What follows belongs to an exercise in optimizing a design on an open flow for small area, a short achievable clock period and few clock cycles per item; a production flow would make more cautious choices.
At most, simulation tests tie the RTL to the original design; equivalence was not proved.
No functional check of the RTL was part of runs 2 to 4.

==> design/flow/design.v <==
`timescale 1ns / 1ps
package sha256_pkg;
  typedef enum logic {
    OP_ABSORB = 1'b0,
    OP_FINISH = 1'b1
  } op_e;
  typedef struct packed {
    op_e        op;
    logic [7:0] data;
  } item_t;
  localparam logic [255:0] SHA_IV = {
    32'h5be0cd19, 32'h1f83d9ab, 32'h9b05688c, 32'h510e527f,
    32'ha54ff53a, 32'h3c6ef372, 32'hbb67ae85, 32'h6a09e667
  };
  localparam logic [7:0]  PAD_BYTE   = 8'h80;
endpackage
`timescale 1ns / 1ps
module sha256_front (
  input  logic       clk_i,
  input  logic       rst_ni,
  input  logic       s_axis_tvalid,
  output logic       s_axis_tready,
  input  logic [7:0] s_axis_tdata,    
  input  logic       s_axis_tuser,    
  output logic       q_valid_o,
  output sha256_pkg::item_t      q_item_o,
  input  logic       q_ready_i
);
  logic [8:0]  entry0_q, entry1_q;
  logic        wr_ptr_q, rd_ptr_q;
  logic [1:0]  cnt_q, cnt_d;
  logic        rdy_q;
  logic        push, pop;
  assign s_axis_tready = rdy_q;
  assign push          = s_axis_tvalid & rdy_q;
  assign q_valid_o     = (cnt_q != 2'd0);
  assign pop           = q_valid_o & q_ready_i;
  assign q_item_o      = rd_ptr_q ? entry1_q : entry0_q;
  assign cnt_d         = cnt_q + {1'b0, push} - {1'b0, pop};
  always_ff @(posedge clk_i or negedge rst_ni) begin
    if (!rst_ni) begin
      wr_ptr_q <= 1'b0;
      rd_ptr_q <= 1'b0;
      cnt_q    <= 2'd0;
      rdy_q    <= 1'b1;
    end else begin
      if (push) wr_ptr_q <= ~wr_ptr_q;
      if (pop)  rd_ptr_q <= ~rd_ptr_q;
      cnt_q  <= cnt_d;
      rdy_q  <= (cnt_d != 2'd2);
    end
  end
  always_ff @(posedge clk_i) begin
    if (push && !wr_ptr_q) entry0_q <= {s_axis_tuser, s_axis_tdata};
    if (push &&  wr_ptr_q) entry1_q <= {s_axis_tuser, s_axis_tdata};
  end
endmodule
`timescale 1ns / 1ps
module sha256_core (
  input  logic              clk_i,
  input  logic              rst_ni,
  input  logic              blk_rdy_i,
  input  logic              blk_first_i,
  input  logic              blk_last_i,
  input  logic [15:0][31:0] blk_i,
  output logic              take_o,
  output logic              m_axis_tvalid,
  input  logic              m_axis_tready,
  output logic [31:0]       m_axis_tdata,
  output logic [2:0]        m_axis_tuser,
  output logic              m_axis_tlast
);
  function automatic logic [31:0] big0(input logic [31:0] x);
    big0 = {x[1:0], x[31:2]} ^ {x[12:0], x[31:13]} ^ {x[21:0], x[31:22]};
  endfunction
  function automatic logic [31:0] big1(input logic [31:0] x);
    big1 = {x[5:0], x[31:6]} ^ {x[10:0], x[31:11]} ^ {x[24:0], x[31:25]};
  endfunction
  function automatic logic [31:0] small0(input logic [31:0] x);
    small0 = {x[6:0], x[31:7]} ^ {x[17:0], x[31:18]} ^ {3'b000, x[31:3]};
  endfunction
  function automatic logic [31:0] small1(input logic [31:0] x);
    small1 = {x[16:0], x[31:17]} ^ {x[18:0], x[31:19]} ^ {10'b0, x[31:10]};
  endfunction
  function automatic logic [31:0] choose(input logic [31:0] e, input logic [31:0] f,
                                         input logic [31:0] g);
    choose = (e & f) ^ (~e & g);
  endfunction
  function automatic logic [31:0] major(input logic [31:0] a, input logic [31:0] b,
                                        input logic [31:0] c);
    major = (a & b) ^ (a & c) ^ (b & c);
  endfunction
  function automatic logic [31:0] round_k(input logic [5:0] t);
    unique case (t)
      6'd0: round_k = 32'h428a2f98;
      6'd1: round_k = 32'h71374491;
      6'd2: round_k = 32'hb5c0fbcf;
      6'd3: round_k = 32'he9b5dba5;
      6'd4: round_k = 32'h3956c25b;
      6'd5: round_k = 32'h59f111f1;
      6'd6: round_k = 32'h923f82a4;
      6'd7: round_k = 32'hab1c5ed5;
      6'd8: round_k = 32'hd807aa98;
      6'd9: round_k = 32'h12835b01;
      6'd10: round_k = 32'h243185be;
      6'd11: round_k = 32'h550c7dc3;
      6'd12: round_k = 32'h72be5d74;
      6'd13: round_k = 32'h80deb1fe;
      6'd14: round_k = 32'h9bdc06a7;
      6'd15: round_k = 32'hc19bf174;
      6'd16: round_k = 32'he49b69c1;
      6'd17: round_k = 32'hefbe4786;
      6'd18: round_k = 32'h0fc19dc6;
      6'd19: round_k = 32'h240ca1cc;
      6'd20: round_k = 32'h2de92c6f;
      6'd21: round_k = 32'h4a7484aa;
      6'd22: round_k = 32'h5cb0a9dc;
      6'd23: round_k = 32'h76f988da;
      6'd24: round_k = 32'h983e5152;
      6'd25: round_k = 32'ha831c66d;
      6'd26: round_k = 32'hb00327c8;
      6'd27: round_k = 32'hbf597fc7;
      6'd28: round_k = 32'hc6e00bf3;
      6'd29: round_k = 32'hd5a79147;
      6'd30: round_k = 32'h06ca6351;
      6'd31: round_k = 32'h14292967;
      6'd32: round_k = 32'h27b70a85;
      6'd33: round_k = 32'h2e1b2138;
      6'd34: round_k = 32'h4d2c6dfc;
      6'd35: round_k = 32'h53380d13;
      6'd36: round_k = 32'h650a7354;
      6'd37: round_k = 32'h766a0abb;
      6'd38: round_k = 32'h81c2c92e;
      6'd39: round_k = 32'h92722c85;
      6'd40: round_k = 32'ha2bfe8a1;
      6'd41: round_k = 32'ha81a664b;
      6'd42: round_k = 32'hc24b8b70;
      6'd43: round_k = 32'hc76c51a3;
      6'd44: round_k = 32'hd192e819;
      6'd45: round_k = 32'hd6990624;
      6'd46: round_k = 32'hf40e3585;
      6'd47: round_k = 32'h106aa070;
      6'd48: round_k = 32'h19a4c116;
      6'd49: round_k = 32'h1e376c08;
      6'd50: round_k = 32'h2748774c;
      6'd51: round_k = 32'h34b0bcb5;
      6'd52: round_k = 32'h391c0cb3;
      6'd53: round_k = 32'h4ed8aa4a;
      6'd54: round_k = 32'h5b9cca4f;
      6'd55: round_k = 32'h682e6ff3;
      6'd56: round_k = 32'h748f82ee;
      6'd57: round_k = 32'h78a5636f;
      6'd58: round_k = 32'h84c87814;
      6'd59: round_k = 32'h8cc70208;
      6'd60: round_k = 32'h90befffa;
      6'd61: round_k = 32'ha4506ceb;
      6'd62: round_k = 32'hbef9a3f7;
      6'd63: round_k = 32'hc67178f2;
    endcase
  endfunction
  function automatic logic [31:0] iv(input int i);
    iv = sha256_pkg::SHA_IV[32*i +: 32];
  endfunction
  logic [31:0] a1_q, a2_q, a3_q;
  logic [31:0] e0_q, e1_q, e2_q, e3_q;
  logic [31:0] t1_q, hkw_q, dhkw_q, kwa_q, kwd_q, k_q;
  logic [15:0][31:0] w_q;
  logic [7:0][31:0]  chain_q;
  logic [5:0]  rnd_q, kidx_q, kidx_d;
  logic        run_q, fin_q, pre_q, pre_d, mq, mg;
  logic        hfirst_q, hlast_q;
  logic        obusy_q, ovalid_q, took_q, olast_q;
  logic [2:0]  oidx_q;
  logic        stall, take, ld_iv, last_rnd;
  logic [31:0] h0, h1, h2, h3, h4, h5, h6, h7;
  logic [31:0] s1, ch, esum, tsum, asum, sched;
  logic [31:0] sum1, sum2, sum3;
  logic [31:0] wsel, xh, xd, ha, hd, hd2;
  logic        wr_chain, mrg0;
  always_comb begin
    h0 = hfirst_q ? iv(0) : chain_q[0];
    h1 = hfirst_q ? iv(1) : chain_q[1];
    h2 = hfirst_q ? iv(2) : chain_q[2];
    h3 = hfirst_q ? iv(3) : chain_q[3];
    h4 = hfirst_q ? iv(4) : chain_q[4];
    h5 = hfirst_q ? iv(5) : chain_q[5];
    h6 = hfirst_q ? iv(6) : chain_q[6];
    h7 = hfirst_q ? iv(7) : chain_q[7];
  end
  assign stall    = fin_q & obusy_q;
  assign last_rnd = run_q & (rnd_q == 6'd63);
  assign mg       = run_q & (rnd_q == 6'd62) & blk_rdy_i & ~hlast_q & ~obusy_q;
  assign mrg0     = run_q & (rnd_q == 6'd0) & mq;
  assign take     = (blk_rdy_i & pre_q & ((fin_q & ~obusy_q) | (~run_q & ~fin_q))) |
                    (last_rnd & mq);
  assign wr_chain = (fin_q & ~obusy_q) | mrg0;
  assign ld_iv    = take & blk_first_i;
  assign take_o   = take;
  assign s1    = big1(e0_q);
  assign ch    = choose(e0_q, e1_q, e2_q);
  assign esum  = dhkw_q + s1 + ch;
  assign tsum  = hkw_q + s1 + ch;
  assign asum  = t1_q + big0(a1_q) + major(a1_q, a2_q, a3_q);
  assign sched = small1(w_q[14]) + w_q[9] + small0(w_q[1]) + w_q[0];
  assign sum1  = a1_q + h1;
  assign sum2  = a2_q + h2;
  assign sum3  = a3_q + h3;
  always_comb begin
    wsel = (run_q && rnd_q < 6'd62) ? w_q[2] : (kidx_q[0] ? blk_i[1] : blk_i[0]);
    ha   = 32'h0;
    hd   = 32'h0;
    hd2  = 32'h0;
    if (run_q && rnd_q == 6'd61) begin
      ha = h0;
      hd = h4;
    end else if (mg) begin
      ha  = h7;
      hd  = h3;
      hd2 = h7;
    end else if (last_rnd && mq) begin
      hd = h2;
    end else if (!kidx_q[0] && (last_rnd || !run_q)) begin
      hd = blk_first_i ? iv(3) : (last_rnd ? h3 : 32'h0);
    end
    if (run_q) begin
      xh = e2_q;
      xd = a2_q;
    end else begin
      xh = blk_first_i ? iv(7) : e3_q;
      xd = blk_first_i ? 32'h0 : a3_q;
    end
  end
  always_comb begin
    pre_d = pre_q;
    if (last_rnd) pre_d = blk_rdy_i & ~mq;
    else if (!run_q && !fin_q && blk_rdy_i) pre_d = 1'b1;
    if (take) pre_d = 1'b0;
    if (take) kidx_d = 6'd2;
    else if (run_q) begin
      if (rnd_q == 6'd63) kidx_d = 6'd1;
      else if (rnd_q == 6'd62) kidx_d = mg ? 6'd1 : 6'd0;
      else kidx_d = kidx_q + 6'd1;
    end else if (fin_q) kidx_d = stall ? 6'd1 : 6'd0;
    else kidx_d = pre_d ? 6'd1 : 6'd0;
  end
  always_ff @(posedge clk_i or negedge rst_ni) begin
    if (!rst_ni) begin
      run_q    <= 1'b0;
      fin_q    <= 1'b0;
      pre_q    <= 1'b0;
      kidx_q   <= 6'd0;
      mq       <= 1'b0;
      obusy_q  <= 1'b0;
      ovalid_q <= 1'b0;
      took_q   <= 1'b0;
    end else begin
      pre_q  <= pre_d;
      kidx_q <= kidx_d;
      if (mg) mq <= 1'b1;
      else if (mrg0) mq <= 1'b0;
      if (take) begin
        run_q <= 1'b1;
      end else if (last_rnd) begin
        run_q <= 1'b0;
      end
      if (last_rnd && !mq) fin_q <= 1'b1;
      else if (fin_q && !stall) fin_q <= 1'b0;
      if (fin_q && !stall && hlast_q) begin
        obusy_q  <= 1'b1;
        ovalid_q <= 1'b1;
      end else begin
        if (ovalid_q && m_axis_tready) begin
          ovalid_q <= 1'b0;
          took_q   <= 1'b1;
        end
        if (took_q) begin
          took_q <= 1'b0;
          if (oidx_q == 3'd7) obusy_q <= 1'b0;
          else ovalid_q <= 1'b1;
        end
      end
    end
  end
  always_ff @(posedge clk_i) begin
    if (take) begin
      rnd_q    <= 6'd0;
      hlast_q  <= blk_last_i;
      if (!mq) hfirst_q <= blk_first_i;
    end else if (run_q) begin
      rnd_q <= rnd_q + 6'd1;
    end
    if (mrg0) hfirst_q <= 1'b0;
    if (fin_q && !stall && hlast_q) begin
      oidx_q  <= 3'd0;
      olast_q <= 1'b0;
    end else if (took_q) begin
      oidx_q  <= oidx_q + 3'd1;
      olast_q <= (oidx_q == 3'd6);
    end
    k_q <= round_k(kidx_d);
    if (!stall) begin
      kwa_q <= k_q + wsel + ha;
      kwd_q <= k_q + wsel + hd + hd2;
    end
    hkw_q  <= xh + kwa_q;
    dhkw_q <= xd + xh + kwd_q;
    for (int i = 0; i < 15; i++) w_q[i] <= take ? blk_i[i] : w_q[i+1];
    w_q[15] <= take ? blk_i[15] : sched;
    if (run_q) begin
      t1_q <= tsum;
      e0_q <= esum;
      if (rnd_q == 6'd63) begin
        e1_q <= e0_q + h5;
        e2_q <= e1_q + h6;
        e3_q <= e2_q + h7;
      end else begin
        e1_q <= e0_q;
        e2_q <= e1_q;
        e3_q <= e2_q;
      end
      a1_q <= (rnd_q == 6'd0 && !mq) ? h0 : asum;
      a2_q <= mrg0 ? sum1 : a1_q;
      a3_q <= mrg0 ? sum2 : a2_q;
    end else if (ld_iv) begin
      a1_q <= iv(1);
      a2_q <= iv(2);
      a3_q <= iv(3);
      e0_q <= iv(4);
      e1_q <= iv(5);
      e2_q <= iv(6);
      e3_q <= iv(7);
    end else if (fin_q && !stall) begin
      a1_q <= sum1;
      a2_q <= sum2;
      a3_q <= sum3;
    end
    if (wr_chain) begin
      chain_q[0] <= asum;
      chain_q[1] <= sum1;
      chain_q[2] <= sum2;
      chain_q[3] <= sum3;
      chain_q[4] <= e0_q;
      chain_q[5] <= e1_q;
      chain_q[6] <= e2_q;
      chain_q[7] <= e3_q;
    end else if (took_q) begin
      for (int i = 0; i < 7; i++) chain_q[i] <= chain_q[i+1];
    end
  end
  assign m_axis_tvalid = ovalid_q;
  assign m_axis_tdata  = chain_q[0];
  assign m_axis_tuser  = oidx_q;
  assign m_axis_tlast  = olast_q;
endmodule
`timescale 1ns / 1ps
module sha256_back (
  input  logic              clk_i,
  input  logic              rst_ni,
  input  logic              q_valid_i,
  input  sha256_pkg::item_t q_item_i,
  output logic              q_ready_o,
  input  logic              take_i,
  output logic              blk_rdy_o,
  output logic              blk_first_o,
  output logic              blk_last_o,
  output logic [15:0][31:0] blk_o
);
  logic [15:0][31:0] m_q;
  logic [23:0] acc_q;
  logic [1:0]  bcnt_q;
  logic [3:0]  wcnt_q;
  logic        mfull_q;
  logic        pad_q, p80_q, lenok_q;
  logic [5:0]  ffill_q;
  logic [54:0] blkcnt_q;
  logic        msgfirst_q, bfirst_q, blast_q;
  logic        is_fin, pop, push, blk_done, fin_blk;
  logic [31:0] pword, padword;
  logic [63:0] len;
  assign is_fin = (q_item_i.op == sha256_pkg::OP_FINISH);
  assign len    = {blkcnt_q, ffill_q, 3'b000};
  always_comb begin
    unique case (bcnt_q)
      2'd0: padword = {sha256_pkg::PAD_BYTE, 24'h0};
      2'd1: padword = {acc_q[7:0], sha256_pkg::PAD_BYTE, 16'h0};
      2'd2: padword = {acc_q[15:0], sha256_pkg::PAD_BYTE, 8'h0};
      default: padword = {acc_q[23:0], sha256_pkg::PAD_BYTE};
    endcase
  end
  always_comb begin
    q_ready_o = ~pad_q & (is_fin | ~((bcnt_q == 2'd3) & mfull_q));
    pop       = q_valid_i & q_ready_o;
    push      = 1'b0;
    pword     = {acc_q, q_item_i.data};
    if (pop && !is_fin && bcnt_q == 2'd3) push = 1'b1;
    if (pad_q && !mfull_q) begin
      push = 1'b1;
      if (!p80_q)                          pword = padword;
      else if (lenok_q && wcnt_q == 4'd14) pword = len[63:32];
      else if (lenok_q && wcnt_q == 4'd15) pword = len[31:0];
      else                                 pword = 32'h0;
    end
    blk_done = push & (wcnt_q == 4'd15);
    fin_blk  = pad_q & p80_q & lenok_q;
  end
  always_ff @(posedge clk_i or negedge rst_ni) begin
    if (!rst_ni) begin
      bcnt_q     <= 2'd0;
      wcnt_q     <= 4'd0;
      mfull_q    <= 1'b0;
      pad_q      <= 1'b0;
      p80_q      <= 1'b0;
      lenok_q    <= 1'b0;
      blkcnt_q   <= 55'd0;
      msgfirst_q <= 1'b1;
    end else begin
      if (push) wcnt_q <= wcnt_q + 4'd1;
      if (take_i) mfull_q <= 1'b0;
      if (blk_done) begin
        mfull_q    <= 1'b1;
        msgfirst_q <= fin_blk;
      end
      if (pop) begin
        if (is_fin) begin
          pad_q   <= 1'b1;
          p80_q   <= 1'b0;
          lenok_q <= 1'b0;
        end else begin
          bcnt_q <= bcnt_q + 2'd1;
          if (bcnt_q == 2'd3 && wcnt_q == 4'd15) blkcnt_q <= blkcnt_q + 55'd1;
        end
      end
      if (pad_q && push) begin
        if (!p80_q) begin
          p80_q  <= 1'b1;
          bcnt_q <= 2'd0;
          if (wcnt_q <= 4'd13) lenok_q <= 1'b1;
        end
        if (blk_done) begin
          if (fin_blk) begin
            pad_q    <= 1'b0;
            lenok_q  <= 1'b0;
            blkcnt_q <= 55'd0;
          end else begin
            lenok_q <= 1'b1;
          end
        end
      end
    end
  end
  always_ff @(posedge clk_i) begin
    if (push) begin
      for (int i = 0; i < 15; i++) m_q[i] <= m_q[i+1];
      m_q[15] <= pword;
    end
    if (pop && !is_fin) acc_q <= {acc_q[15:0], q_item_i.data};
    if (pop && is_fin) ffill_q <= {wcnt_q, bcnt_q};
    if (blk_done) begin
      bfirst_q <= msgfirst_q;
      blast_q  <= fin_blk;
    end
  end
  assign blk_rdy_o   = mfull_q;
  assign blk_first_o = bfirst_q;
  assign blk_last_o  = blast_q;
  assign blk_o       = m_q;
endmodule
`timescale 1ns / 1ps
module sha256_byte_stream_hasher_top (
  input  logic        clk_i,
  input  logic        rst_ni,
  input  logic        s_axis_tvalid,
  output logic        s_axis_tready,
  input  logic [7:0]  s_axis_tdata,    
  input  logic        s_axis_tuser,    
  output logic        m_axis_tvalid,
  input  logic        m_axis_tready,
  output logic [31:0] m_axis_tdata,    
  output logic [2:0]  m_axis_tuser,    
  output logic        m_axis_tlast     
);
  logic              q_valid;
  logic              q_ready;
  sha256_pkg::item_t q_item;
  logic              take;
  logic              blk_rdy, blk_first, blk_last;
  logic [15:0][31:0] blk;
  sha256_front u_front (
    .clk_i         (clk_i),
    .rst_ni        (rst_ni),
    .s_axis_tvalid (s_axis_tvalid),
    .s_axis_tready (s_axis_tready),
    .s_axis_tdata  (s_axis_tdata),
    .s_axis_tuser  (s_axis_tuser),
    .q_valid_o     (q_valid),
    .q_item_o      (q_item),
    .q_ready_i     (q_ready)
  );
  sha256_back u_back (
    .clk_i       (clk_i),
    .rst_ni      (rst_ni),
    .q_valid_i   (q_valid),
    .q_item_i    (q_item),
    .q_ready_o   (q_ready),
    .take_i      (take),
    .blk_rdy_o   (blk_rdy),
    .blk_first_o (blk_first),
    .blk_last_o  (blk_last),
    .blk_o       (blk)
  );
  sha256_core u_core (
    .clk_i         (clk_i),
    .rst_ni        (rst_ni),
    .blk_rdy_i     (blk_rdy),
    .blk_first_i   (blk_first),
    .blk_last_i    (blk_last),
    .blk_i         (blk),
    .take_o        (take),
    .m_axis_tvalid (m_axis_tvalid),
    .m_axis_tready (m_axis_tready),
    .m_axis_tdata  (m_axis_tdata),
    .m_axis_tuser  (m_axis_tuser),
    .m_axis_tlast  (m_axis_tlast)
  );
endmodule
==> design/flow/flow/run.sh <==
#!/bin/bash
set -euo pipefail
MARGIN=$(cat flow/margin.txt)
sed "s/SETUP_SLACK_MARGIN=[0-9.]*/SETUP_SLACK_MARGIN=${MARGIN}/" standard.sh > standard_margin.sh
bash standard_margin.sh > standard.log 2>&1
==> design/flow/flow/margin.txt <==
8.5
==> design/flow/standard.sh <==
#!/bin/bash
# synth_recipe.tcl (not shown) runs the flow's synth.tcl, then flattens the netlist and writes it again
# the make line also repeats each setting of config.mk as NAME=value (left out here)
make -C /OpenROAD-flow-scripts/flow DESIGN_CONFIG=/design/flow/config.mk WORK_HOME=/design/flow/orfs CLKGATE_MAP_FILE= SYNTH_SCRIPT=/design/flow/synth_recipe.tcl "${@:-finish}"
==> design/flow/config.mk <==
export PLATFORM = sky130hd
export DESIGN_NAME = sha256_byte_stream_hasher_top
export DESIGN_NICKNAME = sha256_byte_stream_hasher_top
export VERILOG_FILES = /design/flow/design.v
export SDC_FILE = /design/flow/constraint.sdc
export NUM_CORES = 4
export LEC_CHECK = 0
export CAP_MARGIN = 20
export CORE_MARGIN = 2
export CORE_UTILIZATION = 50
export SETUP_SLACK_MARGIN = 5
export SLEW_MARGIN = 20
==> design/flow/constraint.sdc <==
create_clock -name core_clock -period 12.0 [get_ports {clk_i}]
set_input_delay 2.4000 -clock core_clock [delete_from_list [all_inputs] [get_ports {clk_i}]]
set_output_delay 2.4000 -clock core_clock [all_outputs]
set_load 0.01 [all_outputs]
==> results of run 1 <==
==> area by class of cell <==
type,instances,area (um^2),area share [%]
Multi-Input combinational cell,7434,57100,42.7
Clock inverter,91,1080,0.808
Inverter,277,1140,0.851
Tap cell,2640,3300,2.47
Timing Repair Buffer,1345,16400,12.2
Sequential cell,1842,48800,36.4
Clock buffer,285,5650,4.22
Antenna cell,10,25.0,0.0187
Timing Repair inverter,18,404,0.302
==> worst reg2reg max path: cells and delay by family, from the launching register on <==
family,cells,cell delay [ps]
AO/OA/AOI/OAI,7,1390
XOR/XNOR,2,340
adder cells (fa/ha/maj),2,670
buffers and inverters,21,2730
flip-flops,1,530
AND/OR/NAND/NOR,5,500
==> final timing paths <==
path | startpoint | end | slack, ps | cells after the start
min reg2reg | u_core.w_q[397]$_DFF_P_ | u_core.w_q[365]$_DFF_P_ | 390 | 2
max reg2reg | u_core.run_q$_DFFE_PN0P_ | u_core.kwa_q[17]$_DFFE_PN_ | 5570 | 37
min | u_core.w_q[397]$_DFF_P_ | u_core.w_q[365]$_DFF_P_ | 390 | 2
min in group asynchronous | rst_ni | u_back.blkcnt_q[50]$_DFF_PN0_ | 1450 | 1
max in group asynchronous | rst_ni | u_back.mfull_q$_DFFE_PN0P_ | 9080 | 2
max | u_core.run_q$_DFFE_PN0P_ | u_core.kwa_q[17]$_DFFE_PN_ | 5570 | 37
==> kinds of logic after synthesis <==
logic type,share of synthesized area (%)
buffers and inverters,3.12
adder cells (fa/ha/maj),11.1
AO/OA/AOI/OAI,12.9
XOR/XNOR,6.32
AND/OR/NAND/NOR,16.5
flip-flops,49.0
multiplexers,1.02
==> synth_stat cells, types with 59 or more instances <==
cell      count
inv_1       275
xor2_1      197
ha_1        496
xnor2_1     520
dfrtp_1      82
dfxtp_1     619
edfxtp_1   1139
nand2_1    2402
or2_2       124
nor2_1      531
a21oi_1     562
o21bai_1     59
a21o_1      177
clkbuf_1    434
nor2b_1     162
nor3_1      146
nand3_1     146
a22oi_1      74
o21ai_0     535
nand2b_1     72
and3_1       60
fa_1        224
==> flip-flops by register name (all words and copies together), names as in the netlist, 55 cells and up <==
name and cells:
u_back.blkcnt_q 55, u_back.m_q 512, u_core.chain_q 256, u_core.w_q 512
==> timing repair <==
action / CTS / global route
buffers inserted: 692 / 307
setup endpoints to repair: 1802 / 1317
resized for setup: 2138 / 940
pin swaps: 800 / 642
cloned: 91 / 97
==> through the flow <==
| stage | utilization, % | std cells | hold slack, ps |
|---|---|---|---|
| floorplan | - | 10062 | 392 |
| global route | 67.8 | 13934 | 421 |
| global placement | 51.9 | 12369 | 393 |
| CTS | 63.5 | 13528 | 390 |
| detailed placement | 51.9 | 12369 | 397 |
| finish | 67.8 | 13942 | 390 |
==> layer usage <==
metal	share of wire [%]	wire, um
met5	0.053	218
met2	43	176000
met4	4.6	18800
met3	12	49600
met1	41	167000
==> results.json, run 1 <==
{
  "clock_latency_ps": 890,
  "layout_common_cells": "nand2_1, edfxtp_1, buf_4",
  "critical_path_peak_fanout": 23,
  "fp.coreArea_um2": 197000,
  "synth_top_area_share_pct": 34.4,
  "wirelength_um": 412000,
  "syn-mean-instance-area_um2": 9.88,
  "num_vias": 85696,
  "slowest_stage": "dfrtp_4",
  "cts_tree": "built",
  "start_util_pct": 50.3,
  "grt_pass1_vias": 79173,
  "path_class": "flop to flop",
  "use_met3_pct": 9.81,
  "ys_seq_area_share_pct": 49.0,
  "drt_first_iter_violations": 10703,
  "antenna_found_initial": 19,
  "grt_max_degree": 170,
  "path_clk_slew_ps": 60,
  "finalClockSkew_ps": 61.6,
  "ys_seq_elements": 1842,
  "grt.busiest_layer": "met2",
  "synth_edf_count": 1139,
  "cp-start-kind": "flop",
  "io_pins": 51,
  "final_common_cell": "nand2_1",
  "hpwl_um": 247000,
  "status": "no timing/DRC/antenna violations",
  "cts.sinks": 1842,
  "synth_cell_types": 100,
  "met2_usage_pct": 54.5,
  "syn_area_um2": 99400,
  "synth_fp_nets": 10795,
  "hp-class": "flop to flop",
  "vias_per_cell": 6.15,
  "cp_top_family": "buffers and inverters",
  "dpl_cell_area_um2": 102000,
  "overflow": 0,
  "drt-pass1-iter-count": 6,
  "ant_nets": 0,
  "port_buffers": 50,
  "cap_violations": 0,
  "crit_path_frequent_cell": "buf_4",
  "grt.total_usage_pct": 37.5,
  "setup_viol": 0,
  "grt_pass1_wl_um": 557000,
  "setup_tns_ps": 0,
  "rsz0062_at_grt": "yes",
  "final_cell_area_um2": 134000,
  "cts_buffers": 201,
  "final_layout_size_suffix_gt1_share_pct": 29.1,
  "setup_ws_ps": 5570,
  "hold_violations": 0,
  "gp_congestion": 0.994,
  "drv_slew": 0,
  "cts_root_buf": "clkbuf_16",
  "wire_per_inst_um": 29.5,
  "max_stage_delay_ps": 530,
  "holdBufCountCts": 0,
  "area_delta_synth_final_pct": 34.7,
  "htreeDepth": 4,
  "dieArea_um2": 202000,
  "nets": 11852,
  "ys_async_sr_fraction_pct": 4.56,
  "cp.required_ps": 12570,
  "drcViolationCount": 0,
  "synth_area_leaders": "edfxtp_1, dfxtp_1, nand2_1, ha_1, xnor2_1",
  "die-height_um": 450,
  "critPathBufInv": 21,
  "cts_buffer_depth": 3,
  "ys.flop_type": "edfxtp_1",
  "yosys_warnings": 3,
  "dpl_worst_slack_ps": 3830,
  "fmax_ghz": 0.155,
  "syn_inst": 10062,
  "endpoint_kind": "flop",
  "yosys.area.top_type": "edfxtp_1",
  "max_slew_margin_pct": 18.5,
  "worstPathArrival_ps": 7010,
  "use_met1_pct": 53.9,
  "fin_crit_ps": 6430,
  "placementRows": 163,
  "min_period_over_period_pct": 53.6,
  "die_w_um": 450,
  "nFillCells": 14796,
  "tightest_slew_ps": 1220
}
Testbench counts, summed over its fixed seeds: cycles 71,389, bytes 62,794.
==> run 2, diff against run 1 <==
--- a/design/flow/design.v
+++ b/design/flow/design.v
@@ -167,16 +167,17 @@
   logic [15:0][31:0] w_q;
   logic [7:0][31:0]  chain_q;
   logic [5:0]  rnd_q, kidx_q, kidx_d;
-  logic        run_q, fin_q, pre_q, pre_d, mq, mg;
+  logic        run_q, fin_q, pre_q, pre_d, mq;
+  logic        ph0_q, ph61_q, ph62_q, ph63_q;
+  logic        wsw_q, sxh_q, sxd_q, sdp_q, asel_q;
   logic        hfirst_q, hlast_q;
   logic        obusy_q, ovalid_q, took_q, olast_q;
   logic [2:0]  oidx_q;
-  logic        stall, take, ld_iv, last_rnd;
+  logic        stall, take, ld_iv, mrg0, wr_chain, idle;
   logic [31:0] h0, h1, h2, h3, h4, h5, h6, h7;
   logic [31:0] s1, ch, esum, tsum, asum, sched;
   logic [31:0] sum1, sum2, sum3;
-  logic [31:0] wsel, xh, xd, ha, hd, hd2;
-  logic        wr_chain, mrg0;
+  logic [31:0] wsel, xh, xd, ha, hd, a1alt;
   always_comb begin
     h0 = hfirst_q ? iv(0) : chain_q[0];
     h1 = hfirst_q ? iv(1) : chain_q[1];
@@ -187,12 +188,10 @@
     h6 = hfirst_q ? iv(6) : chain_q[6];
     h7 = hfirst_q ? iv(7) : chain_q[7];
   end
+  assign idle     = ~run_q & ~fin_q;
   assign stall    = fin_q & obusy_q;
-  assign last_rnd = run_q & (rnd_q == 6'd63);
-  assign mg       = run_q & (rnd_q == 6'd62) & blk_rdy_i & ~hlast_q & ~obusy_q;
-  assign mrg0     = run_q & (rnd_q == 6'd0) & mq;
-  assign take     = (blk_rdy_i & pre_q & ((fin_q & ~obusy_q) | (~run_q & ~fin_q))) |
-                    (last_rnd & mq);
+  assign mrg0     = ph0_q & mq;
+  assign take     = (blk_rdy_i & pre_q & ((fin_q & ~obusy_q) | idle)) | (ph63_q & mq);
   assign wr_chain = (fin_q & ~obusy_q) | mrg0;
   assign ld_iv    = take & blk_first_i;
   assign take_o   = take;
@@ -202,43 +201,29 @@
   assign tsum  = hkw_q + s1 + ch;
   assign asum  = t1_q + big0(a1_q) + major(a1_q, a2_q, a3_q);
   assign sched = small1(w_q[14]) + w_q[9] + small0(w_q[1]) + w_q[0];
-  assign sum1  = a1_q + h1;
-  assign sum2  = a2_q + h2;
-  assign sum3  = a3_q + h3;
+  assign sum1  = (ph63_q ? e0_q : a1_q) + (ph63_q ? h5 : h1);
+  assign sum2  = (ph63_q ? e1_q : a2_q) + (ph63_q ? h6 : h2);
+  assign sum3  = (ph62_q ? e1_q : a3_q) + (ph62_q ? h7 : h3);
   always_comb begin
-    wsel = (run_q && rnd_q < 6'd62) ? w_q[2] : (kidx_q[0] ? blk_i[1] : blk_i[0]);
-    ha   = 32'h0;
+    wsel = wsw_q ? w_q[2] : (kidx_q[0] ? blk_i[1] : blk_i[0]);
+    ha   = ph61_q ? h0 : 32'h0;
     hd   = 32'h0;
-    hd2  = 32'h0;
-    if (run_q && rnd_q == 6'd61) begin
-      ha = h0;
-      hd = h4;
-    end else if (mg) begin
-      ha  = h7;
-      hd  = h3;
-      hd2 = h7;
-    end else if (last_rnd && mq) begin
-      hd = h2;
-    end else if (!kidx_q[0] && (last_rnd || !run_q)) begin
-      hd = blk_first_i ? iv(3) : (last_rnd ? h3 : 32'h0);
-    end
-    if (run_q) begin
-      xh = e2_q;
-      xd = a2_q;
-    end else begin
-      xh = blk_first_i ? iv(7) : e3_q;
-      xd = blk_first_i ? 32'h0 : a3_q;
-    end
+    if (ph61_q) hd = h4;
+    else if (ph62_q && mq) hd = h3;
+    else if (ph63_q && mq) hd = h2;
+    else if (sdp_q) hd = blk_first_i ? iv(3) : (ph63_q ? h3 : 32'h0);
+    xh = sxh_q ? (blk_first_i ? iv(7) : e3_q) : e2_q;
+    xd = sxd_q ? (blk_first_i ? 32'h0 : a3_q) : a2_q;
   end
   always_comb begin
     pre_d = pre_q;
-    if (last_rnd) pre_d = blk_rdy_i & ~mq;
-    else if (!run_q && !fin_q && blk_rdy_i) pre_d = 1'b1;
+    if (ph63_q) pre_d = blk_rdy_i & ~mq;
+    else if (idle && blk_rdy_i) pre_d = 1'b1;
     if (take) pre_d = 1'b0;
     if (take) kidx_d = 6'd2;
     else if (run_q) begin
-      if (rnd_q == 6'd63) kidx_d = 6'd1;
-      else if (rnd_q == 6'd62) kidx_d = mg ? 6'd1 : 6'd0;
+      if (ph63_q) kidx_d = 6'd1;
+      else if (ph62_q) kidx_d = mq ? 6'd1 : 6'd0;
       else kidx_d = kidx_q + 6'd1;
     end else if (fin_q) kidx_d = stall ? 6'd1 : 6'd0;
     else kidx_d = pre_d ? 6'd1 : 6'd0;
@@ -250,21 +235,36 @@
       pre_q    <= 1'b0;
       kidx_q   <= 6'd0;
       mq       <= 1'b0;
+      ph0_q    <= 1'b0;
+      ph61_q   <= 1'b0;
+      ph62_q   <= 1'b0;
+      ph63_q   <= 1'b0;
+      wsw_q    <= 1'b0;
+      sxh_q    <= 1'b1;
+      sxd_q    <= 1'b1;
+      sdp_q    <= 1'b0;
+      asel_q   <= 1'b0;
       obusy_q  <= 1'b0;
       ovalid_q <= 1'b0;
       took_q   <= 1'b0;
     end else begin
       pre_q  <= pre_d;
       kidx_q <= kidx_d;
-      if (mg) mq <= 1'b1;
-      else if (mrg0) mq <= 1'b0;
-      if (take) begin
-        run_q <= 1'b1;
-      end else if (last_rnd) begin
-        run_q <= 1'b0;
-      end
-      if (last_rnd && !mq) fin_q <= 1'b1;
+      if (take) run_q <= 1'b1;
+      else if (ph63_q) run_q <= 1'b0;
+      if (ph63_q && !mq) fin_q <= 1'b1;
       else if (fin_q && !stall) fin_q <= 1'b0;
+      ph0_q  <= take;
+      ph61_q <= run_q & (rnd_q == 6'd60);
+      ph62_q <= ph61_q;
+      ph63_q <= ph62_q;
+      if (ph61_q) mq <= blk_rdy_i & ~hlast_q & ~obusy_q;
+      else if (mrg0) mq <= 1'b0;
+      wsw_q  <= take | (run_q & (rnd_q < 6'd61));
+      sxh_q  <= run_q ? ((ph62_q & mq) | (ph63_q & ~mq)) : ~take;
+      sxd_q  <= run_q ? (ph63_q & ~mq) : ~take;
+      sdp_q  <= (ph62_q & ~mq) | (idle & ~pre_d & ~take) | (fin_q & ~stall & ~take);
+      asel_q <= (run_q & ~ph63_q) | (ph63_q & mq);
       if (fin_q && !stall && hlast_q) begin
         obusy_q  <= 1'b1;
         ovalid_q <= 1'b1;
@@ -281,10 +281,11 @@
       end
     end
   end
+  assign a1alt = (run_q && !mq) ? h0 : (ld_iv ? iv(1) : sum1);
   always_ff @(posedge clk_i) begin
     if (take) begin
-      rnd_q    <= 6'd0;
-      hlast_q  <= blk_last_i;
+      rnd_q   <= 6'd0;
+      hlast_q <= blk_last_i;
       if (!mq) hfirst_q <= blk_first_i;
     end else if (run_q) begin
       rnd_q <= rnd_q + 6'd1;
@@ -300,7 +301,7 @@
     k_q <= round_k(kidx_d);
     if (!stall) begin
       kwa_q <= k_q + wsel + ha;
-      kwd_q <= k_q + wsel + hd + hd2;
+      kwd_q <= k_q + wsel + hd;
     end
     hkw_q  <= xh + kwa_q;
     dhkw_q <= xd + xh + kwd_q;
@@ -309,28 +310,30 @@
     if (run_q) begin
       t1_q <= tsum;
       e0_q <= esum;
-      if (rnd_q == 6'd63) begin
-        e1_q <= e0_q + h5;
-        e2_q <= e1_q + h6;
-        e3_q <= e2_q + h7;
+      if (ph63_q) begin
+        e1_q <= sum1;
+        e2_q <= sum2;
       end else begin
         e1_q <= e0_q;
         e2_q <= e1_q;
-        e3_q <= e2_q;
       end
-      a1_q <= (rnd_q == 6'd0 && !mq) ? h0 : asum;
-      a2_q <= mrg0 ? sum1 : a1_q;
-      a3_q <= mrg0 ? sum2 : a2_q;
+      if (ph62_q) e3_q <= sum3;
+      else if (!ph63_q) e3_q <= e2_q;
     end else if (ld_iv) begin
-      a1_q <= iv(1);
-      a2_q <= iv(2);
-      a3_q <= iv(3);
       e0_q <= iv(4);
       e1_q <= iv(5);
       e2_q <= iv(6);
       e3_q <= iv(7);
+    end
+    if (asel_q) a1_q <= asum;
+    else if (run_q || ld_iv || (fin_q && !stall)) a1_q <= a1alt;
+    if (run_q) begin
+      a2_q <= mrg0 ? sum1 : a1_q;
+      a3_q <= mrg0 ? sum2 : a2_q;
+    end else if (ld_iv) begin
+      a2_q <= iv(2);
+      a3_q <= iv(3);
     end else if (fin_q && !stall) begin
-      a1_q <= sum1;
       a2_q <= sum2;
       a3_q <= sum3;
     end
==> results.json, run 2 <==
{
  "synth-simple-area-share_pct": 15.4,
  "cp.required_ps": 12600,
  "ys_seq_elements": 1851,
  "synth_edf_count": 1139,
  "syn_area_um2": 97600,
  "vias_per_cell": 6.03,
  "max_slew_margin_pct": 22.5,
  "ys_seq_area_share_pct": 50.1,
  "synth_fp_nets": 10523,
  "ys.flop_type": "edfxtp_1",
  "grt.total_usage_pct": 36.7,
  "crit_chain": "buf_12, mux2i_1, o21ai_1, ha_2, fa_2, a211oi_4, o211ai_2, a31oi_4, buf_6, nand3b_1, and2_1, ha_1, a21oi_2, inv_1, a31o_2, o22ai_4, a2111oi_4, o21a_2, or4_4, and2_4, a311oi_2, xor3_1",
  "worstPathArrival_ps": 5950,
  "path_clk_slew_ps": 60,
  "layout_common_cells": "nand2_1, edfxtp_1, dfxtp_1",
  "synth_common_cells": "nand2_1, edfxtp_1, o21ai_0, dfxtp_1, nor2_1",
  "gp_congestion": 1.01,
  "drcViolationCount": 0,
  "synthMuxAreaShare_pct": 2.56,
  "drt_first_iter_violations": 9823,
  "fin_util_pct": 64.1,
  "status": "no timing/DRC/antenna violations",
  "slowest_stage": "or4_4",
  "fin_crit_ps": 5360,
  "critical_path_peak_fanout": 9,
  "max_stage_delay_ps": 440,
  "nets": 11222,
  "die-height_um": 446,
  "cts.sinks": 1851,
  "reg_top3": "u_back.m_q (512), u_core.w_q (512), u_core.chain_q (256)",
  "synth_xor_area_share_pct": 6.31,
  "cp-start-kind": "flop",
  "cts_tree": "built",
  "final_layout_size_suffix_gt1_share_pct": 25.0,
  "path_class": "flop to flop",
  "area_delta_synth_final_pct": 27.7,
  "setup_tns_ps": 0,
  "final_common_cell": "nand2_1",
  "cts_buffers": 195,
  "synthMostInstantiatedCell": "nand2_1",
  "wirelength_um": 378000,
  "syn_inst": 9910,
  "drv_slew": 0,
  "dpl_worst_slack_ps": 5310,
  "synth-compound-area-share_pct": 12.5,
  "cts_buffer_depth": 3,
  "cp_top_family": "compound AO/OA/AOI/OAI gates",
  "start_util_pct": 50.2,
  "overflow": 0,
  "syn-mean-instance-area_um2": 9.85,
  "cts_root_buf": "clkbuf_16",
  "hold_violations": 0,
  "synth_top_area_share_pct": 35.0,
  "yosys.area.top_type": "edfxtp_1",
  "setup_viol": 0,
  "antenna_found_initial": 15,
  "cap_violations": 0,
  "synth_cell_types": 122,
  "tightest_slew_ps": 1160,
  "wire_per_inst_um": 28.4,
  "num_vias": 80457,
  "grt_pass1_vias": 75879,
  "critPathBufInv": 3,
  "synth_area_leaders": "edfxtp_1, dfxtp_1, nand2_1, ha_1, xnor2_1",
  "ant_nets": 0,
  "fp.coreArea_um2": 194000,
  "htreeDepth": 4,
  "holdBufCountCts": 0,
  "synthAdderAreaFrac_pct": 9.52,
  "dieArea_um2": 199000,
  "synth_top_family_by_area": "simple AND/OR/NAND/NOR gates",
  "io_pins": 51,
  "placementRows": 162,
  "ys_async_sr_fraction_pct": 5.02,
  "endpoint_kind": "flop",
  "grt_pass1_wl_um": 530000,
  "fmax_ghz": 0.187,
  "port_buffers": 50,
  "setup_ws_ps": 6640,
  "min_period_over_period_pct": 44.6,
  "finalClockSkew_ps": 55.8,
  "clock_latency_ps": 890,
  "die_w_um": 446,
  "yosys_warnings": 3,
  "hp-class": "flop to flop",
  "nFillCells": 15445,
  "rsz0062_at_grt": "yes",
  "grt_max_degree": 153,
  "hpwl_um": 248000,
  "drt-pass1-iter-count": 7
}
-- run 2: cell types whose count changed in the layout (fill, tap and decap cells not counted), moves of 60 or more --
cell     change
inv_1       +83
nand2_1    +307
buf_16      -75
ha_1        -76
nand2_2    -115
or2_2       -74
mux2i_1     +74
o21ai_0     +60
buf_4      -110
nor2b_1     -72
-- run 2: layer usage --
layer | share of wire [%] | track usage (%) | up-vias | wire [um]
li1 | - | - | 35572 | -
met1 | 42 | 51.8 | 39708 | 157000
met2 | 41 | 51.3 | 4294 | 155000
met3 | 11 | 10.6 | 877 | 42700
met4 | 6.1 | 18.3 | 6 | 22900
met5 | 0.011 | 0 | - | 42
-- run 2: kinds of logic (layout without fill, tap and decap cells) --
kind of cell             Yosys count  after routing
multiplexers                     236            236
other                              0             12
buffers and inverters            891           1759
adder cells (fa/ha/maj)          631            631
AND/OR/NAND/NOR                 3661           3665
flip-flops                      1851           1851
XOR/XNOR                         688            688
AO/OA/AOI/OAI                   1952           1952
-- run 2: metrics by stage --
step | instances | hold slack, ps | area (um^2)
CTS | 13062 | 396 | 119000
floorplan | 9910 | 392 | 98300
global route | 13326 | 405 | 125000
detailed placement | 12079 | 398 | 100000
finish | 13336 | 396 | 125000
global placement | 12079 | 394 | 100000
-- run 2: cell type report --
cell class / instances / area (um^2) / share of cell area [%]
diodes: 12 / 30.0 / 0.0241
multi-input cells: 7172 / 53500 / 43.0
clock inverters: 105 / 1330 / 1.07
clock buffers: 265 / 5390 / 4.32
repair buffers: 1033 / 10700 / 8.62
inverters: 355 / 1390 / 1.12
repair inverters: 1 / 8.76 / 0.00703
flip-flops and latches: 1851 / 49000 / 39.3
well taps: 2542 / 3180 / 2.55
-- run 2: repair_timing --
item,in CTS,in global routing
setup buffers,588,254
pin swaps,568,515
endpoints found under the setup margin,1924,766
cloned,25,8
resized for setup,1658,809
-- run 2: worst reg2reg max path, cell delays in order (launching register included) --
cell	delay [ps]
dfrtp_2	420
buf_12	150
mux2i_1	160
o21ai_1	90
ha_2	220
fa_2	400
a211oi_4	290
o211ai_2	150
a31oi_4	320
buf_6	190
nand3b_1	170
and2_1	150
ha_1	230
a21oi_2	240
inv_1	130
a31o_2	250
o22ai_4	130
a2111oi_4	70
o21a_2	250
or4_4	440
and2_4	160
a311oi_2	270
xor3_1	240
-- run 2: worst paths after layout --
kind | startpoint | endpoint | slack (ps) | depth (start not counted)
max | u_core.kidx_q[0]$_DFF_PN0_ | u_core.kwd_q[31]$_DFFE_PN_ | 6640 | 22
min reg2reg | u_core.w_q[270]$_DFF_P_ | u_core.w_q[238]$_DFF_P_ | 400 | 2
max reg2reg | u_core.kidx_q[0]$_DFF_PN0_ | u_core.kwd_q[31]$_DFFE_PN_ | 6640 | 22
min in group asynchronous | rst_ni | u_back.blkcnt_q[8]$_DFF_PN0_ | 1510 | 1
min | u_core.w_q[270]$_DFF_P_ | u_core.w_q[238]$_DFF_P_ | 400 | 2
max in group asynchronous | rst_ni | u_core.run_q$_DFFE_PN0P_ | 8950 | 2
==> run 3, diff against run 2 <==
--- a/design/flow/design.v
+++ b/design/flow/design.v
@@ -90,6 +90,23 @@
                                         input logic [31:0] c);
     major = (a & b) ^ (a & c) ^ (b & c);
   endfunction
+  function automatic logic [63:0] csa(input logic [31:0] a, input logic [31:0] b,
+                                      input logic [31:0] c);
+    csa = {((a & b) | (a & c) | (b & c)) << 1, a ^ b ^ c};
+  endfunction
+  function automatic logic [31:0] add3(input logic [31:0] a, input logic [31:0] b,
+                                       input logic [31:0] c);
+    logic [63:0] t;
+    t    = csa(a, b, c);
+    add3 = t[63:32] + t[31:0];
+  endfunction
+  function automatic logic [31:0] add4(input logic [31:0] a, input logic [31:0] b,
+                                       input logic [31:0] c, input logic [31:0] d);
+    logic [63:0] t, u;
+    t    = csa(a, b, c);
+    u    = csa(t[63:32], t[31:0], d);
+    add4 = u[63:32] + u[31:0];
+  endfunction
   function automatic logic [31:0] round_k(input logic [5:0] t);
     unique case (t)
       6'd0: round_k = 32'h428a2f98;
@@ -197,10 +214,10 @@
   assign take_o   = take;
   assign s1    = big1(e0_q);
   assign ch    = choose(e0_q, e1_q, e2_q);
-  assign esum  = dhkw_q + s1 + ch;
-  assign tsum  = hkw_q + s1 + ch;
-  assign asum  = t1_q + big0(a1_q) + major(a1_q, a2_q, a3_q);
-  assign sched = small1(w_q[14]) + w_q[9] + small0(w_q[1]) + w_q[0];
+  assign esum  = add3(dhkw_q, s1, ch);
+  assign tsum  = add3(hkw_q, s1, ch);
+  assign asum  = add3(t1_q, big0(a1_q), major(a1_q, a2_q, a3_q));
+  assign sched = add4(small1(w_q[14]), w_q[9], small0(w_q[1]), w_q[0]);
   assign sum1  = (ph63_q ? e0_q : a1_q) + (ph63_q ? h5 : h1);
   assign sum2  = (ph63_q ? e1_q : a2_q) + (ph63_q ? h6 : h2);
   assign sum3  = (ph62_q ? e1_q : a3_q) + (ph62_q ? h7 : h3);
@@ -300,11 +317,11 @@
     end
     k_q <= round_k(kidx_d);
     if (!stall) begin
-      kwa_q <= k_q + wsel + ha;
-      kwd_q <= k_q + wsel + hd;
+      kwa_q <= add3(k_q, wsel, ha);
+      kwd_q <= add3(k_q, wsel, hd);
     end
     hkw_q  <= xh + kwa_q;
-    dhkw_q <= xd + xh + kwd_q;
+    dhkw_q <= add3(xd, xh, kwd_q);
     for (int i = 0; i < 15; i++) w_q[i] <= take ? blk_i[i] : w_q[i+1];
     w_q[15] <= take ? blk_i[15] : sched;
     if (run_q) begin
--- a/design/flow/config.mk
+++ b/design/flow/config.mk
@@ -10,3 +10,4 @@
 export CORE_UTILIZATION = 50
 export SETUP_SLACK_MARGIN = 5
 export SLEW_MARGIN = 20
+export TNS_END_PERCENT = 0
==> results.json, run 3 <==
{
  "grt_max_degree": 186,
  "dpl_worst_slack_ps": 5520,
  "antenna_found_initial": 21,
  "syn-mean-instance-area_um2": 9.79,
  "finalClockSkew_ps": 57.3,
  "area_delta_synth_final_pct": 12.7,
  "cts_tree": "built",
  "drt-pass1-iter-count": 6,
  "io_pins": 51,
  "ys_seq_elements": 1851,
  "endpoint_kind": "flop",
  "gp_congestion": 1.04,
  "hpwl_um": 261000,
  "ant_nets": 0,
  "holdBufCountCts": 0,
  "cp.required_ps": 12560,
  "drv_slew": 0,
  "synth_top_area_share_pct": 34.8,
  "die-height_um": 447,
  "start_util_pct": 50.4,
  "syn_inst": 10038,
  "yosys_warnings": 3,
  "setup_viol": 0,
  "cap_violations": 0,
  "status": "no timing/DRC/antenna violations",
  "synth_common_cells": "nand2_1, edfxtp_1, dfxtp_1, o21ai_0, inv_1",
  "setup_tns_ps": 0,
  "nets": 10660,
  "synth_cell_types": 98,
  "critical_path_peak_fanout": 6,
  "layout_common_cells": "nand2_1, edfxtp_1, dfxtp_1",
  "synth_edf_count": 1139,
  "cp-start-kind": "flop",
  "fmax_ghz": 0.203,
  "drt_first_iter_violations": 9095,
  "synth_fp_nets": 10679,
  "final_layout_size_suffix_gt1_share_pct": 9.43,
  "yosys.area.top_type": "edfxtp_1",
  "setup_ws_ps": 7080,
  "worstPathArrival_ps": 5480,
  "cts_root_buf": "clkbuf_16",
  "hp-class": "flop to flop",
  "grt_pass1_vias": 71951,
  "vias_per_cell": 5.96,
  "synth_area_leaders": "edfxtp_1, dfxtp_1, nand2_1, fa_1, ha_1",
  "drcViolationCount": 0,
  "ys.flop_type": "edfxtp_1",
  "min_period_over_period_pct": 41.0,
  "num_vias": 76434,
  "overflow": 0,
  "syn_area_um2": 98300,
  "dpl_cell_area_um2": 101000,
  "fp.coreArea_um2": 195000,
  "final_common_cell": "nand2_1",
  "ys_async_sr_fraction_pct": 5.02,
  "die_w_um": 447,
  "grt_pass1_wl_um": 507000,
  "synthMostInstantiatedCell": "nand2_1",
  "cts_buffers": 199,
  "cts.sinks": 1851,
  "hold_violations": 0,
  "tightest_slew_ps": 1270,
  "cts_buffer_depth": 3,
  "dieArea_um2": 200000,
  "wirelength_um": 357000,
  "placementRows": 162,
  "port_buffers": 50,
  "ys_seq_area_share_pct": 49.8,
  "path_clk_slew_ps": 70,
  "timing.hold.ws_ps": 406,
  "grt.total_usage_pct": 35.1,
  "path_class": "flop to flop",
  "rsz0062_at_grt": "yes",
  "reg_top3": "u_back.m_q (512), u_core.w_q (512), u_core.chain_q (256)",
  "htreeDepth": 4,
  "fin_crit_ps": 4920,
  "final_cell_area_um2": 111000,
  "wire_per_inst_um": 27.8,
  "clock_latency_ps": 870,
  "max_slew_margin_pct": 14.6
}
-- run 3: changes by cell type in the layout (fill, tap and decap cells not counted), moves of 70 or more --
cell     delta
o21ai_0   +247
o21ai_1   -172
fa_1       +70
xnor2_1    +93
o21ai_2    -95
inv_1     +240
buf_4     -363
a21oi_2   -154
buf_6     -281
a21oi_1   +229
-- run 3: metal layers --
layer | GRT usage [%] | share of wire [%] | vias to the layer above
met5 | 0 | 0.024 | -
met4 | 17.3 | 6.0 | 14
met3 | 9.41 | 11 | 776
met2 | 49.9 | 41 | 3780
met1 | 49.3 | 42 | 37579
li1 | - | - | 34285
-- run 3: worst paths after layout --
path,from,endpoint,slack [ps],cells past startpoint
max,u_core.a1_q[19]$_DFFE_PP_,u_core.chain_q[31]$_DFFE_PP_,7080,14
max reg2reg,u_core.a1_q[19]$_DFFE_PP_,u_core.chain_q[31]$_DFFE_PP_,7080,14
min in group asynchronous,rst_ni,u_core.kidx_q[0]$_DFF_PN0_,1700,1
min reg2reg,u_core.w_q[353]$_DFF_P_,u_core.w_q[321]$_DFF_P_,410,2
min,u_core.w_q[353]$_DFF_P_,u_core.w_q[321]$_DFF_P_,410,2
max in group asynchronous,rst_ni,u_back.blkcnt_q[33]$_DFF_PN0_,9060,2
-- run 3: cell families (layout without fill, tap and decap cells) --
logic type      after synthesis  count (layout)  synth area share (%)
buf+inv                    1107            1264                  4.37
xor+xnor                    606             606                  5.40
other cells                   0              10                     0
mux                         262             262                  2.82
fa+ha+maj                   658             658                  10.3
compound gates             1932            1932                  12.2
simple gates               3622            3622                  15.2
flops                      1851            1851                  49.8
-- run 3: cell type report --
class | count | area [um^2]
antenna | 10 | 25.0
clock buffer | 294 | 5860
clock inverter | 83 | 1080
fill | 17164 | 84400
inverter | 577 | 2190
multi-input combinational | 7080 | 46400
sequential | 1851 | 49000
tap | 2624 | 3280
timing repair buffer | 310 | 2970
-- run 3: metrics by stage --
| step | std cells | utilization (%) |
|---|---|---|
| floorplan | 10038 | - |
| detailed placement | 12309 | 51.9 |
| finish | 12829 | 56.8 |
| CTS | 12764 | 56.2 |
| global route | 12821 | 56.8 |
| global placement | 12309 | 51.9 |
-- run 3: critical path, stage by stage (launching register included) --
cell and delay [ps]:
edfxtp_1 590, xnor2_1 230, xnor2_1 680, fa_1 550
ha_1 370, o21a_1 210, o211a_1 240, o41ai_4 80
a21boi_2 200, a41o_1 370, a211oi_2 370, o2111ai_1 190
a21oi_1 210, xnor2_1 180, o21ai_0 130
-- run 3: repair_timing --
| action | in CTS | in global routing |
|---|---|---|
| buffers inserted | 76 | 50 |
| endpoints found under the setup margin | 1772 | 1603 |
| endpoints found under the hold margin | 0 | 0 |
| cloned | 2 | 5 |
| pin swaps | 32 | 44 |
| resized for setup | 145 | 116 |
==> run 4, diff against run 3 <==
--- a/design/flow/design.v
+++ b/design/flow/design.v
@@ -185,7 +185,8 @@
   logic [7:0][31:0]  chain_q;
   logic [5:0]  rnd_q, kidx_q, kidx_d;
   logic        run_q, fin_q, pre_q, pre_d, mq;
-  logic        ph0_q, ph61_q, ph62_q, ph63_q;
+  logic        ph0_q, ph61_q, ph62_q, ph63_q, mrg0_q, sa63_q, sa62_q;
+  logic [31:0] e0h_q, a1h_q;
   logic        wsw_q, sxh_q, sxd_q, sdp_q, asel_q;
   logic        hfirst_q, hlast_q;
   logic        obusy_q, ovalid_q, took_q, olast_q;
@@ -207,7 +208,7 @@
   end
   assign idle     = ~run_q & ~fin_q;
   assign stall    = fin_q & obusy_q;
-  assign mrg0     = ph0_q & mq;
+  assign mrg0     = mrg0_q;
   assign take     = (blk_rdy_i & pre_q & ((fin_q & ~obusy_q) | idle)) | (ph63_q & mq);
   assign wr_chain = (fin_q & ~obusy_q) | mrg0;
   assign ld_iv    = take & blk_first_i;
@@ -218,9 +219,9 @@
   assign tsum  = add3(hkw_q, s1, ch);
   assign asum  = add3(t1_q, big0(a1_q), major(a1_q, a2_q, a3_q));
   assign sched = add4(small1(w_q[14]), w_q[9], small0(w_q[1]), w_q[0]);
-  assign sum1  = (ph63_q ? e0_q : a1_q) + (ph63_q ? h5 : h1);
-  assign sum2  = (ph63_q ? e1_q : a2_q) + (ph63_q ? h6 : h2);
-  assign sum3  = (ph62_q ? e1_q : a3_q) + (ph62_q ? h7 : h3);
+  assign sum1  = (sa63_q ? e0_q : a1_q) + (sa63_q ? h5 : h1);
+  assign sum2  = (sa63_q ? e1_q : a2_q) + (sa63_q ? h6 : h2);
+  assign sum3  = (sa62_q ? e1_q : a3_q) + (sa62_q ? h7 : h3);
   always_comb begin
     wsel = wsw_q ? w_q[2] : (kidx_q[0] ? blk_i[1] : blk_i[0]);
     ha   = ph61_q ? h0 : 32'h0;
@@ -253,6 +254,9 @@
       kidx_q   <= 6'd0;
       mq       <= 1'b0;
       ph0_q    <= 1'b0;
+      mrg0_q   <= 1'b0;
+      sa62_q   <= 1'b0;
+      sa63_q   <= 1'b0;
       ph61_q   <= 1'b0;
       ph62_q   <= 1'b0;
       ph63_q   <= 1'b0;
@@ -275,6 +279,9 @@
       ph61_q <= run_q & (rnd_q == 6'd60);
       ph62_q <= ph61_q;
       ph63_q <= ph62_q;
+      sa62_q <= ph61_q & run_q;
+      sa63_q <= ph62_q & run_q;
+      mrg0_q <= ph63_q & mq;
       if (ph61_q) mq <= blk_rdy_i & ~hlast_q & ~obusy_q;
       else if (mrg0) mq <= 1'b0;
       wsw_q  <= take | (run_q & (rnd_q < 6'd61));
@@ -324,9 +331,10 @@
     dhkw_q <= add3(xd, xh, kwd_q);
     for (int i = 0; i < 15; i++) w_q[i] <= take ? blk_i[i] : w_q[i+1];
     w_q[15] <= take ? blk_i[15] : sched;
+    e0_q <= run_q ? esum : (ld_iv ? iv(4) : e0h_q);
+    if (ph63_q) e0h_q <= esum;
     if (run_q) begin
       t1_q <= tsum;
-      e0_q <= esum;
       if (ph63_q) begin
         e1_q <= sum1;
         e2_q <= sum2;
@@ -337,13 +345,13 @@
       if (ph62_q) e3_q <= sum3;
       else if (!ph63_q) e3_q <= e2_q;
     end else if (ld_iv) begin
-      e0_q <= iv(4);
       e1_q <= iv(5);
       e2_q <= iv(6);
       e3_q <= iv(7);
     end
-    if (asel_q) a1_q <= asum;
-    else if (run_q || ld_iv || (fin_q && !stall)) a1_q <= a1alt;
+    a1_q <= asel_q ? asum : ((run_q || ld_iv || (fin_q && !stall)) ? a1alt : a1h_q);
+    if (ph63_q) a1h_q <= asum;
+    else if (fin_q && !stall) a1h_q <= sum1;
     if (run_q) begin
       a2_q <= mrg0 ? sum1 : a1_q;
       a3_q <= mrg0 ? sum2 : a2_q;
==> results.json, run 4 <==
{
  "status": "no timing/DRC/antenna violations",
  "max_slew_margin_pct": 19.2,
  "placementRows": 164,
  "worstPathArrival_ps": 5870,
  "nets": 10761,
  "die_w_um": 452,
  "reg_top3": "u_back.m_q (512), u_core.w_q (512), u_core.chain_q (256)",
  "antenna_found_initial": 27,
  "synth_top_area_share_pct": 34.1,
  "path_class": "flop to flop",
  "cts.sinks": 1917,
  "grt_pass1_wl_um": 522000,
  "cts_tree": "built",
  "cts_root_buf": "clkbuf_16",
  "yosys_warnings": 3,
  "ys_async_sr_fraction_pct": 4.96,
  "grt.busiest_layer": "met2",
  "dieArea_um2": 204000,
  "fmax_ghz": 0.193,
  "yosys.area.top_type": "edfxtp_1",
  "wire_per_inst_um": 28.3,
  "synth_area_leaders": "edfxtp_1, dfxtp_1, nand2_1, fa_1, ha_1",
  "gp_congestion": 1.03,
  "hold_violations": 0,
  "synth_fp_nets": 10845,
  "synth_cell_types": 85,
  "synthMostInstantiatedCell": "nand2_1",
  "overflow": 0,
  "endpoint_kind": "flop",
  "vias_per_cell": 5.92,
  "final_common_cell": "nand2_1",
  "port_buffers": 50,
  "use_met1_pct": 48.7,
  "io_pins": 51,
  "wirelength_um": 367000,
  "ant_nets": 0,
  "drv_slew": 0,
  "cap_violations": 0,
  "layout_common_cells": "nand2_1, edfxtp_1, dfxtp_1",
  "cp.required_ps": 12680,
  "critical_path_peak_fanout": 85,
  "num_vias": 76729,
  "synth_edf_count": 1139,
  "syn_inst": 10205,
  "grt_pass1_vias": 72965,
  "hpwl_um": 267000,
  "syn-mean-instance-area_um2": 9.82,
  "tightest_slew_ps": 1210,
  "setup_viol": 0,
  "hp-class": "flop to flop",
  "ys_seq_elements": 1917,
  "die-height_um": 452,
  "path_clk_slew_ps": 60,
  "min_period_over_period_pct": 43.3,
  "fin_crit_ps": 5190,
  "met2_usage_pct": 51.7,
  "drt-pass1-iter-count": 6,
  "cts_buffer_depth": 3,
  "start_util_pct": 50.2,
  "synth_common_cells": "nand2_1, edfxtp_1, dfxtp_1, o21ai_0, inv_1",
  "syn_area_um2": 100000,
  "fp.coreArea_um2": 199000,
  "grt_max_degree": 188,
  "use_met3_pct": 7.67,
  "area_delta_synth_final_pct": 11.6,
  "clock_latency_ps": 910,
  "holdBufCountCts": 0,
  "ys_seq_area_share_pct": 50.2,
  "cp-start-kind": "flop",
  "htreeDepth": 4,
  "drcViolationCount": 0,
  "ys.flop_type": "edfxtp_1",
  "cts_buffers": 206,
  "setup_tns_ps": 0,
  "drt_first_iter_violations": 8953,
  "finalClockSkew_ps": 66.0,
  "rsz0062_at_grt": "yes",
  "grt.total_usage_pct": 35.4,
  "final_layout_size_suffix_gt1_share_pct": 8.29
}
## run 4: cell count changes after synthesis, moves of 24 or more
cell	previous run	this run
dfxtp_1	619	683
nor2_1	493	542
a31oi_1	69	36
xor2_1	159	192
mux2i_1	152	184
clkbuf_1	433	461
nand2_1	2565	2537
o21ai_0	581	609
a21oi_1	541	516
inv_1	572	597
a211oi_1	48	72
## run 4: cell type report
cell class / count / area, um^2
Timing Repair Buffer: 253 / 2470
Antenna cell: 6 / 15.0
Multi-Input combinational cell: 7138 / 46400
Tap cell: 2656 / 3320
Clock inverter: 103 / 1140
Sequential cell: 1917 / 50300
Clock buffer: 289 / 5790
Inverter: 605 / 2320
Fill cell: 17650 / 87600
## run 4: repair_timing
action                                  in CTS  in global routing
gates cloned                                 6                  2
gates resized for setup                    148                104
endpoints found under the hold margin        0                  0
buffers inserted                            41                 22
pin swaps                                   26                 23
endpoints found under the setup margin    1835               1734
## run 4: metal layers
metal	vias up	part of all wire, %	routed length, um
met2	3421	42	155000
met5	-	0.032	117
met3	838	8.8	32400
li1	34601	-	-
met4	16	7.1	26100
met1	37853	42	154000
## run 4: logic make-up after synthesis
logic type / Yosys count / synth area share (%)
muxes: 290 / 3.03
buffers and inverters: 1152 / 4.46
xor gates and xnor gates: 630 / 5.51
adders and majority gates: 657 / 10.1
AOI/OAI and AO/OA: 1952 / 12.1
DFF: 1917 / 50.2
and+or+nand+nor: 3607 / 14.7
## run 4: metrics by stage
step | cell area, um^2 | util, % | cells | hold slack, ps | setup WS [ps]
after CTS | 111000 | 55.7 | 12937 | 379 | 6920
final | 112000 | 56.1 | 12967 | 387 | 6810
after detailed placement | 103000 | 51.7 | 12498 | 397 | 4910
after global routing | 112000 | 56.1 | 12962 | 389 | 6770
after global placement | 103000 | 51.7 | 12497 | 394 | 4200
after floorplan | 100000 | - | 10205 | 352 | 2730
## run 4: worst paths after layout
kind / endpoint / from / slack (ps) / depth (start not counted)
max reg2reg: u_core.k_q[19]$_DFF_P_ / u_core.run_q$_DFFE_PN0P_ / 6810 / 14
min: u_core.w_q[392]$_DFF_P_ / u_core.w_q[424]$_DFF_P_ / 390 / 2
min reg2reg: u_core.w_q[392]$_DFF_P_ / u_core.w_q[424]$_DFF_P_ / 390 / 2
max in group asynchronous: u_core.run_q$_DFFE_PN0P_ / rst_ni / 9060 / 2
max: u_core.k_q[19]$_DFF_P_ / u_core.run_q$_DFFE_PN0P_ / 6810 / 14
min in group asynchronous: u_core.kidx_q[5]$_DFF_PN0_ / rst_ni / 1590 / 1
## run 4: critical path, cell delays in order (launching register included)
cell and delay [ps]:
dfrtp_4 420, clkinv_2 50, buf_6 230, o2111ai_2 680, and2_4 500, inv_12 170
or3_1 560, buf_4 310, ha_4 580, nor2_1 180, o21bai_1 190, a21oi_1 210
a21oi_1 110, o21ai_0 260, o21ai_0 360

[static timing again, ports no longer ideal]
The results above use ideal ports. As a check the final layouts listed here were re-extracted and re-timed, cells and wires unchanged.
Step 1, drivers: a clkbuf_16 drives clk_i and a buf_2 each remaining input, both assumed.
Step 2 also shifts input and output timing later by t, the mid clock arrival at the registers, as if the neighbouring blocks saw the same clock.
a / b / c = no drivers / after step 1 / after step 2; a / b = the first two.
run	t, ns	setup slack, ns	worst register clock-pin slew, ns	cell pins on the clock port's net
run 1	0.959	5.566 / 5.566 / 5.566	0.07 / 0.07	1
run 2	0.949	6.643 / 6.643 / 6.643	0.07 / 0.07	1
run 3	0.931	7.076 / 7.076 / 7.076	0.07 / 0.07	1
run 4	0.955	6.806 / 6.806 / 6.806	0.07 / 0.07	1
After both steps every run listed still meets setup and hold.
